This is an optimization exercise on Yosys and OpenROAD, whose aim is small area, a short achievable clock period and few clock cycles per item, not a production implementation.
Where RTL was checked, it was by simulation tests only, not by an equivalence proof against the original.

## gravity_orientation_classifier_top
module gravity_orientation_classifier_top
#(
  parameter int unsigned FifoDepth = 17
) (
  input  logic               clk_i,
  input  logic               rst_ni,
  input  logic               psel,
  input  logic               penable,
  input  logic               pwrite,
  input  logic        [2:0]  paddr,
  input  logic        [31:0] pwdata,
  output logic        [31:0] prdata,
  output logic               pready,
  input  logic               in_valid_i,
  output logic               in_ready_o,
  input  logic signed [15:0] gravity_x_i,
  input  logic signed [15:0] gravity_y_i,
  input  logic signed [15:0] gravity_z_i,
  input  logic        [31:0] time_ms_i,
  input  logic               is_gravity_type_i,
  output logic               out_valid_o,
  input  logic               out_ready_i,
  output logic        [2:0]  orientation_o,
  output logic signed [9:0]  angle_deg_o,
  output logic               is_flat_o
);
  localparam int unsigned NCell = 14;    
  localparam int unsigned CW = 5;        
  localparam int unsigned FlatStage = 4;
  function automatic logic signed [25:0] atan_sum0(input logic [4:0] s);
  ...
==> flow/config.mk <==
export PLATFORM = sky130hd
export DESIGN_NAME = gravity_orientation_classifier_top
export DESIGN_NICKNAME = gravity_orientation_classifier_top
export VERILOG_FILES = /design/flow/design.v
export SDC_FILE = /design/flow/constraint.sdc
export NUM_CORES = 4
export LEC_CHECK = 0
export CAP_MARGIN = 20
export CORE_MARGIN = 2
export CORE_UTILIZATION = 40
export SLEW_MARGIN = 20
==> flow/constraint.sdc <==
create_clock -name core_clock -period 10.0 [get_ports {clk_i}]
set_input_delay 2.0000 -clock core_clock [delete_from_list [all_inputs] [get_ports {clk_i}]]
set_output_delay 2.0000 -clock core_clock [all_outputs]
set_load 0.01 [all_outputs]
standard.sh (not shown) runs the stock make flow with config.mk's settings and CLKGATE_MAP_FILE= SYNTH_SCRIPT=/design/flow/synth_recipe.tcl, a recipe that flattens the netlist after the stock synthesis.
==> flow/flow/run.sh <==
#!/bin/bash
set -euo pipefail
export SETUP_SLACK_MARGIN=6.0
bash standard.sh > standard.log 2>&1
==> next run, changes <==
==> flow/flow/run.sh (replaced) <==
#!/bin/bash
set -euo pipefail
export SETUP_SLACK_MARGIN=6.5
bash standard.sh > standard.log 2>&1
The changed run completed without violations.
Maximum frequency grows by 0.44%.
Sequential share of layout area shrinks by 1.5 points.
Global-route usage grows by 0.69 points.
Count of clock-buffer cells in the layout stays the same.
Setup slack improved by 17 ps.
Die area does not change.
Synthesized area stays the same.
Core utilization grows by 2.3 points.
Function was not checked in any run of this note: the RTL went through the layout flow alone.

---

gravity_orientation_classifier_top, a different RTL version from the one above (not shown whole).
Size in the first run: ~1400 flip-flops, roughly 170 I/O pins, ~88000 µm² of cells after synthesis.
==> flow/config.mk <==
export PLATFORM = sky130hd
export DESIGN_NAME = gravity_orientation_classifier_top
export DESIGN_NICKNAME = gravity_orientation_classifier_top
export VERILOG_FILES = /design/flow/design.v
export SDC_FILE = /design/flow/constraint.sdc
export NUM_CORES = 4
export LEC_CHECK = 0
export CAP_MARGIN = 20
export CORE_MARGIN = 2
export CORE_UTILIZATION = 40
export CTS_CLUSTER_DIAMETER = 80
export CTS_CLUSTER_SIZE = 24
export SLEW_MARGIN = 20
==> flow/constraint.sdc <==
create_clock -name core_clock -period 10.0 [get_ports {clk_i}]
set_input_delay 2.0000 -clock core_clock [delete_from_list [all_inputs] [get_ports {clk_i}]]
set_output_delay 2.0000 -clock core_clock [all_outputs]
set_load 0.01 [all_outputs]
==> flow/flow/run.sh <==
#!/bin/bash
set -euo pipefail
export SETUP_SLACK_MARGIN=6.2
bash standard.sh > standard.log 2>&1
The first run finished with timing, DRC and antenna clean.
Testbench counts at the start, summed over its fixed seeds: cycles 2,703, items 1,797.
Edit:
==> flow/flow/run.sh (replaced) <==
#!/bin/bash
set -euo pipefail
export SETUP_SLACK_MARGIN=6.4
bash standard.sh > standard.log 2>&1
ABC_AREA = 1   (was default)
CTS_CLUSTER_DIAMETER = 100   (was 80)
CTS_CLUSTER_SIZE = 30   (was 24)
=> The changed run finished with timing, DRC and antenna clean; first-iteration DRC count climbs by about a fifth; die area drops slightly; hold slack improves by 0.012 ns; routed wire length drops by a few percent; design area drops by a few percent; register-to-register slack improves by 0.24 ns.
Edit:
==> flow/flow/run.sh (replaced) <==
#!/bin/bash
set -euo pipefail
export SETUP_SLACK_MARGIN=6.2
bash standard.sh > standard.log 2>&1
ABC_AREA = default   (was 1)
Wire length goes up by 1.8%.
Worst hold slack is about the same.
Worst setup slack degrades by 0.22 ns.
Cell count goes down by 5.9%.
Register-to-register slack degrades by 0.21 ns.
Utilization is about the same.
Final area goes up by 0.89%.

---

Setup of job 819:
gravity_orientation_classifier_top, a different RTL version from the one above (not shown whole).
Size in the first run: roughly 9200 cells after synthesis, about 88000 sq um of cells after synthesis.
==> flow/config.mk <==
export PLATFORM = sky130hd
export DESIGN_NAME = gravity_orientation_classifier_top
export DESIGN_NICKNAME = gravity_orientation_classifier_top
export VERILOG_FILES = /design/flow/design.v
export SDC_FILE = /design/flow/constraint.sdc
export NUM_CORES = 4
export LEC_CHECK = 0
export CAP_MARGIN = 20
export CORE_MARGIN = 2
export CORE_UTILIZATION = 40
export CTS_CLUSTER_DIAMETER = 100
export CTS_CLUSTER_SIZE = 30
export SLEW_MARGIN = 20
==> flow/constraint.sdc <==
create_clock -name core_clock -period 10.0 [get_ports {clk_i}]
set_input_delay 2.0000 -clock core_clock [delete_from_list [all_inputs] [get_ports {clk_i}]]
set_output_delay 2.0000 -clock core_clock [all_outputs]
set_load 0.01 [all_outputs]
==> flow/flow/run.sh <==
#!/bin/bash
set -euo pipefail
export SETUP_SLACK_MARGIN=6.0
bash standard.sh > standard.log 2>&1
Testbench counts of job 819, summed over its fixed seeds: cycles 2,703, items 1,797.
Input-level comparison between job 7596 and job 819:
Settings: ABC_AREA newly set to 1.
==> flow/flow/run.sh <==
#!/bin/bash
set -euo pipefail
export SETUP_SLACK_MARGIN=6.2
bash standard.sh > standard.log 2>&1
### Flow results
Per the comparison of job 7596 with job 819, final critical-path share of the clock period lost 2.5 points, number of DRC violations after detailed-routing iteration 0 picked up an extra about 16%.
Edits applied to the flow inputs when going from job 7596 to job 480:
Settings: ABC_AREA no longer set, was 1.
Results
Compared with job 7596, job 480 instantiates a smaller number of cells.
Between job 7596 and job 480, the via count is lower for job 480.
Summary of job 480 over job 7596: total placed instance area ~0 delta, post-layout instance area +about 3.2%.

---

Another version of the RTL of gravity_orientation_classifier_top (not shown whole).
For scale: ~9400 cells after synthesis, roughly 170 I/O pins, about 90000 um^2 of cells after synthesis.
## gravity_orientation_classifier_top
module gravity_orientation_classifier_top
#(
  parameter int unsigned FifoDepth = 16
) (
  input  logic               clk_i,
  input  logic               rst_ni,
  input  logic               psel,
  input  logic               penable,
  input  logic               pwrite,
  input  logic        [2:0]  paddr,
  input  logic        [31:0] pwdata,
  output logic        [31:0] prdata,
  output logic               pready,
  input  logic               in_valid_i,
  output logic               in_ready_o,
  input  logic signed [15:0] gravity_x_i,
  input  logic signed [15:0] gravity_y_i,
  input  logic signed [15:0] gravity_z_i,
  input  logic        [31:0] time_ms_i,
  input  logic               is_gravity_type_i,
  output logic               out_valid_o,
  input  logic               out_ready_i,
  output logic        [2:0]  orientation_o,
  output logic signed [9:0]  angle_deg_o,
  output logic               is_flat_o
);
make LEC_CHECK=0 CAP_MARGIN=20 CORE_MARGIN=2 CORE_UTILIZATION=40 SETUP_SLACK_MARGIN=5 SLEW_MARGIN=20 finish   # period 10.0 ns
run.sh (not shown) runs the stock make flow with config.mk's settings and CLKGATE_MAP_FILE= SYNTH_SCRIPT=/design/flow/synth_recipe.tcl, a recipe that flattens the netlist after the stock synthesis.
Stock flow here: none of the scripts above is used.
Testbench counts at the start, summed over its fixed seeds: cycles 2,726, items 1,797.
Edit:
Settings changed: CORE_UTILIZATION 40 to 60.
The new run passed the timing, design-rule and antenna checks.
Routed wire length grows by 3.8%.
Worst setup slack is worse by 0.059 ns.
Count of clock-buffer cells in the layout came out lower by 17.
Cell count came out lower by 7.5%.
Die area went down by 33%.
Area after synthesis stays the same.

---

Setup of job 294:
Another version of the RTL of gravity_orientation_classifier_top (not shown whole).
Size: about 9200 cells after synthesis, roughly 0.089 mm2 of cells after synthesis.
Design gravity_orientation_classifier_top, start of the top module:
module gravity_orientation_classifier_top
#(
  parameter int unsigned FifoDepth = 16
) (
  input  logic               clk_i,
  input  logic               rst_ni,
  input  logic               psel,
  input  logic               penable,
  input  logic               pwrite,
  input  logic        [2:0]  paddr,
  input  logic        [31:0] pwdata,
  output logic        [31:0] prdata,
  output logic               pready,
  input  logic               in_valid_i,
  output logic               in_ready_o,
  input  logic signed [15:0] gravity_x_i,
  input  logic signed [15:0] gravity_y_i,
  input  logic signed [15:0] gravity_z_i,
  input  logic        [31:0] time_ms_i,
  input  logic               is_gravity_type_i,
  output logic               out_valid_o,
  input  logic               out_ready_i,
  output logic        [2:0]  orientation_o,
  output logic signed [9:0]  angle_deg_o,
  output logic               is_flat_o
);
  localparam int unsigned NCell = 13;    
  localparam int unsigned CW = 5;        
  localparam int unsigned FlatStage = 4;
  function automatic logic signed [25:0] atan_sum0(input logic [4:0] s);
  ...
==> flow/config.mk <==
export PLATFORM = sky130hd
export DESIGN_NAME = gravity_orientation_classifier_top
export DESIGN_NICKNAME = gravity_orientation_classifier_top
export VERILOG_FILES = /design/flow/design.v
export SDC_FILE = /design/flow/constraint.sdc
export NUM_CORES = 4
export LEC_CHECK = 0
export CAP_MARGIN = 20
export CORE_MARGIN = 2
export CORE_UTILIZATION = 55
export SLEW_MARGIN = 20
==> flow/constraint.sdc <==
create_clock -name core_clock -period 10.0 [get_ports {clk_i}]
set_input_delay 2.0000 -clock core_clock [delete_from_list [all_inputs] [get_ports {clk_i}]]
set_output_delay 2.0000 -clock core_clock [all_outputs]
set_load 0.01 [all_outputs]
standard.sh (not shown) runs the stock make flow with config.mk's settings and CLKGATE_MAP_FILE= SYNTH_SCRIPT=/design/flow/synth_recipe.tcl, a recipe that flattens the netlist after the stock synthesis.
==> flow/flow/run.sh <==
#!/bin/bash
set -euo pipefail
export SETUP_SLACK_MARGIN=6.2
bash standard.sh > standard.log 2>&1
Testbench counts of job 294, summed over its fixed seeds: cycles 2,703, items 1,797.
diff inputs: job 294 => job 1647
diff --git a/flow/config.mk b/flow/config.mk
--- a/flow/config.mk
+++ b/flow/config.mk
@@ -9,3 +9,5 @@
 export CORE_MARGIN = 2
-export CORE_UTILIZATION = 55
+export CORE_UTILIZATION = 40
+export CTS_CLUSTER_DIAMETER = 100
+export CTS_CLUSTER_SIZE = 30
 export SLEW_MARGIN = 20
The met1 capacity usage during global routing reported for job 1647 is smaller than that of job 294 by 9.5 points. Of the two values seen for start point of the critical path, xs0_q[5]$_DFF_P_ was produced by job 294 and g_cell[13].u_cell.sig_q[12]$_DFF_P_ by job 1647. Job 1647 vs job 294 — routed wire length dropped by a few percent. The final reports for job 1647 and job 294 show fraction of cell area in non-clock buffers lower in the former.
What job 9571 does differently from job 1647 at the input level:
==> flow/flow/run.sh <==
#!/bin/bash
set -euo pipefail
export SETUP_SLACK_MARGIN=6.4
bash standard.sh > standard.log 2>&1
diff --git a/flow/config.mk b/flow/config.mk
--- a/flow/config.mk
+++ b/flow/config.mk
@@ -10,4 +10,2 @@
 export CORE_UTILIZATION = 40
-export CTS_CLUSTER_DIAMETER = 100
-export CTS_CLUSTER_SIZE = 30
 export SLEW_MARGIN = 20
Findings:
- Sequential share of layout area, job 1647 and job 9571: larger value in job 1647
- Job 9571: layout overhead on the synthesized area higher than job 1647
- Compared with job 1647, job 9571 shows a higher maximum fanout along the worst path.

---

Setup of oak:
gravity_orientation_classifier_top, a different RTL version from the one above (not shown whole).
Size: ~10000 cells after synthesis, about 88000 µm² of cells after synthesis.
## gravity_orientation_classifier_top
module gravity_orientation_classifier_top
#(
  parameter int unsigned FifoDepth = 16
) (
  input  logic               clk_i,
  input  logic               rst_ni,
  input  logic               psel,
  input  logic               penable,
  input  logic               pwrite,
  input  logic        [2:0]  paddr,
  input  logic        [31:0] pwdata,
  output logic        [31:0] prdata,
  output logic               pready,
  input  logic               in_valid_i,
  output logic               in_ready_o,
  input  logic signed [15:0] gravity_x_i,
  input  logic signed [15:0] gravity_y_i,
  input  logic signed [15:0] gravity_z_i,
  input  logic        [31:0] time_ms_i,
  input  logic               is_gravity_type_i,
  output logic               out_valid_o,
  input  logic               out_ready_i,
  output logic        [2:0]  orientation_o,
  output logic signed [9:0]  angle_deg_o,
  output logic               is_flat_o
);
  localparam int unsigned NCell = 13;    
  localparam int unsigned CW = 5;        
  localparam int unsigned FlatStage = 4;
  function automatic logic signed [25:0] atan_sum0(input logic [4:0] s);
  ...
clock: 10.0 ns
lec_check: 0
abc_area: 1
cap_margin: 20
core_margin: 2
core_utilization: 40
cts_cluster_diameter: 100
cts_cluster_size: 30
slew_margin: 20
==> flow/flow/run.sh <==
#!/bin/bash
set -euo pipefail
export SETUP_SLACK_MARGIN=6.8
bash standard.sh > standard.log 2>&1
Testbench counts of oak, summed over its fixed seeds: cycles 2,703, items 1,797.
Input changes introduced in pine (baseline for comparison: oak):
--- a/flow/flow/run.sh
+++ b/flow/flow/run.sh
@@ -3 +3 @@
-export SETUP_SLACK_MARGIN=6.8
+export SETUP_SLACK_MARGIN=6.4
### Flow results
pine vs oak — number of global-route vias before repair dropped about 1.4%. Diff pine..oak | fraction of the mapped netlist area in compound gates | unchanged. Run comparison: oak slowest library cell on the worst path sky130_fd_sc_hd__dfstp_2; pine slowest library cell on the worst path sky130_fd_sc_hd__dfrtp_1. Taking oak as the reference, in pine post-route non-filler standard cell count went down by 234, final sequential cell count did not really move, average wire per standard cell went down 0.42 µm. pine reports its highest routed metal layer as met4 while oak reports met5.

---

Starting RTL as in the previous note.
Design gravity_orientation_classifier_top, start of the top module:
module gravity_orientation_classifier_top
#(
  parameter int unsigned FifoDepth = 16
) (
  input  logic               clk_i,
  input  logic               rst_ni,
  input  logic               psel,
  input  logic               penable,
  input  logic               pwrite,
  input  logic        [2:0]  paddr,
  input  logic        [31:0] pwdata,
  output logic        [31:0] prdata,
  output logic               pready,
  input  logic               in_valid_i,
  output logic               in_ready_o,
  input  logic signed [15:0] gravity_x_i,
  input  logic signed [15:0] gravity_y_i,
  input  logic signed [15:0] gravity_z_i,
  input  logic        [31:0] time_ms_i,
  input  logic               is_gravity_type_i,
  output logic               out_valid_o,
  input  logic               out_ready_i,
  output logic        [2:0]  orientation_o,
  output logic signed [9:0]  angle_deg_o,
  output logic               is_flat_o
);
  localparam int unsigned NCell = 13;    
  localparam int unsigned CW = 5;        
  localparam int unsigned FlatStage = 4;
  ...
clock: 10.0 ns
lec_check: 0
abc_area: 1
cap_margin: 20
core_margin: 2
core_utilization: 40
cts_cluster_diameter: 100
cts_cluster_size: 30
slew_margin: 20
==> flow/flow/run.sh <==
#!/bin/bash
set -euo pipefail
export SETUP_SLACK_MARGIN=6.5
bash standard.sh > standard.log 2>&1
The first run produced a clean layout.
Testbench counts at the start, summed over its fixed seeds: cycles 2,703, items 1,797.
==> next run, changes <==
==> flow/flow/run.sh (replaced) <==
#!/bin/bash
set -euo pipefail
export SETUP_SLACK_MARGIN=6.7
bash standard.sh > standard.log 2>&1
Effect: Cell count climbs by 0.99%; worst hold slack barely changes; fmax climbs by 0.75%; register-to-register slack barely changes; via count climbs by 1.3%; routed wire length climbs by 3.0%; die area is unchanged; clock-buffer cell count climbs by 10.
==> next run, changes <==
==> flow/flow/run.sh (replaced) <==
#!/bin/bash
set -euo pipefail
export SETUP_SLACK_MARGIN=6.2
bash standard.sh > standard.log 2>&1
Outcome: Non-clock buffer count fell by 233. Worst setup slack loses 0.27 ns. Synthesized area is unchanged. Die area does not change. Wire length fell by about 4.6%. Hold slack gains 0.010 ns. Final cell count fell by about 1.8%. Global-route usage fell by 0.54 points. Maximum frequency fell by about 7%.

-- separate check: timing with driven ports --
The results above use ideal ports. As a check the final layouts listed here were re-extracted and re-timed, cells and wires unchanged.
Step 1 assumes that a clkbuf_16 drives the clock port and a buf_2 every other input.
Step 2 times the ports against the registers' clock, not the clock port: input delays grow and output delays shrink by t, the midpoint of the rising clock arrivals with the driver on.
a / b / c = no drivers / after step 1 / after step 2; a / b = the first two.
run	shift t [ns]	setup WS [ns]	worst register clock-pin slew, ns	cell pins on the clock port's net
the first run of note 1	0.882	5.987 / 5.987 / 5.240	0.06 / 0.06	1
the second run of note 1	0.883	6.004 / 6.004 / 5.449	0.07 / 0.07	1
the first run of note 2	0.830	6.115 / 6.160 / 5.331	0.10 / 0.10	1
the second run of note 2	0.792	6.362 / 6.360 / 5.567	0.12 / 0.12	1
the third run of note 2	0.821	6.141 / 6.155 / 5.335	0.12 / 0.12	1
job 819	0.817	6.051 / 6.045 / 5.282	0.12 / 0.12	1
job 7596	0.801	6.300 / 6.264 / 5.544	0.12 / 0.12	1
job 480	0.802	6.084 / 6.084 / 5.333	0.12 / 0.12	1
the first run of note 4	0.885	3.421 / 3.421 / 3.421	0.08 / 0.08	1
the second run of note 4	0.871	3.362 / 3.362 / 3.362	0.07 / 0.07	1
job 294	0.873	6.210 / 6.207 / 5.386	0.07 / 0.07	1
job 1647	0.816	6.206 / 6.197 / 5.381	0.12 / 0.12	1
job 9571	0.907	6.297 / 6.297 / 5.398	0.06 / 0.06	1
oak	0.802	6.565 / 6.472 / 5.811	0.12 / 0.12	1
pine	0.809	6.420 / 6.334 / 5.663	0.12 / 0.12	1
the first run of note 7	0.834	6.530 / 6.442 / 5.732	0.12 / 0.12	1
the second run of note 7	0.799	6.556 / 6.468 / 5.729	0.12 / 0.12	1
the third run of note 7	0.798	6.282 / 6.252 / 5.541	0.12 / 0.12	1
After both steps every run listed still meets setup and hold. For job 9571, which loses most, drivers alone change the setup slack by 0.000 ns; drivers and shift together by -0.899 ns.
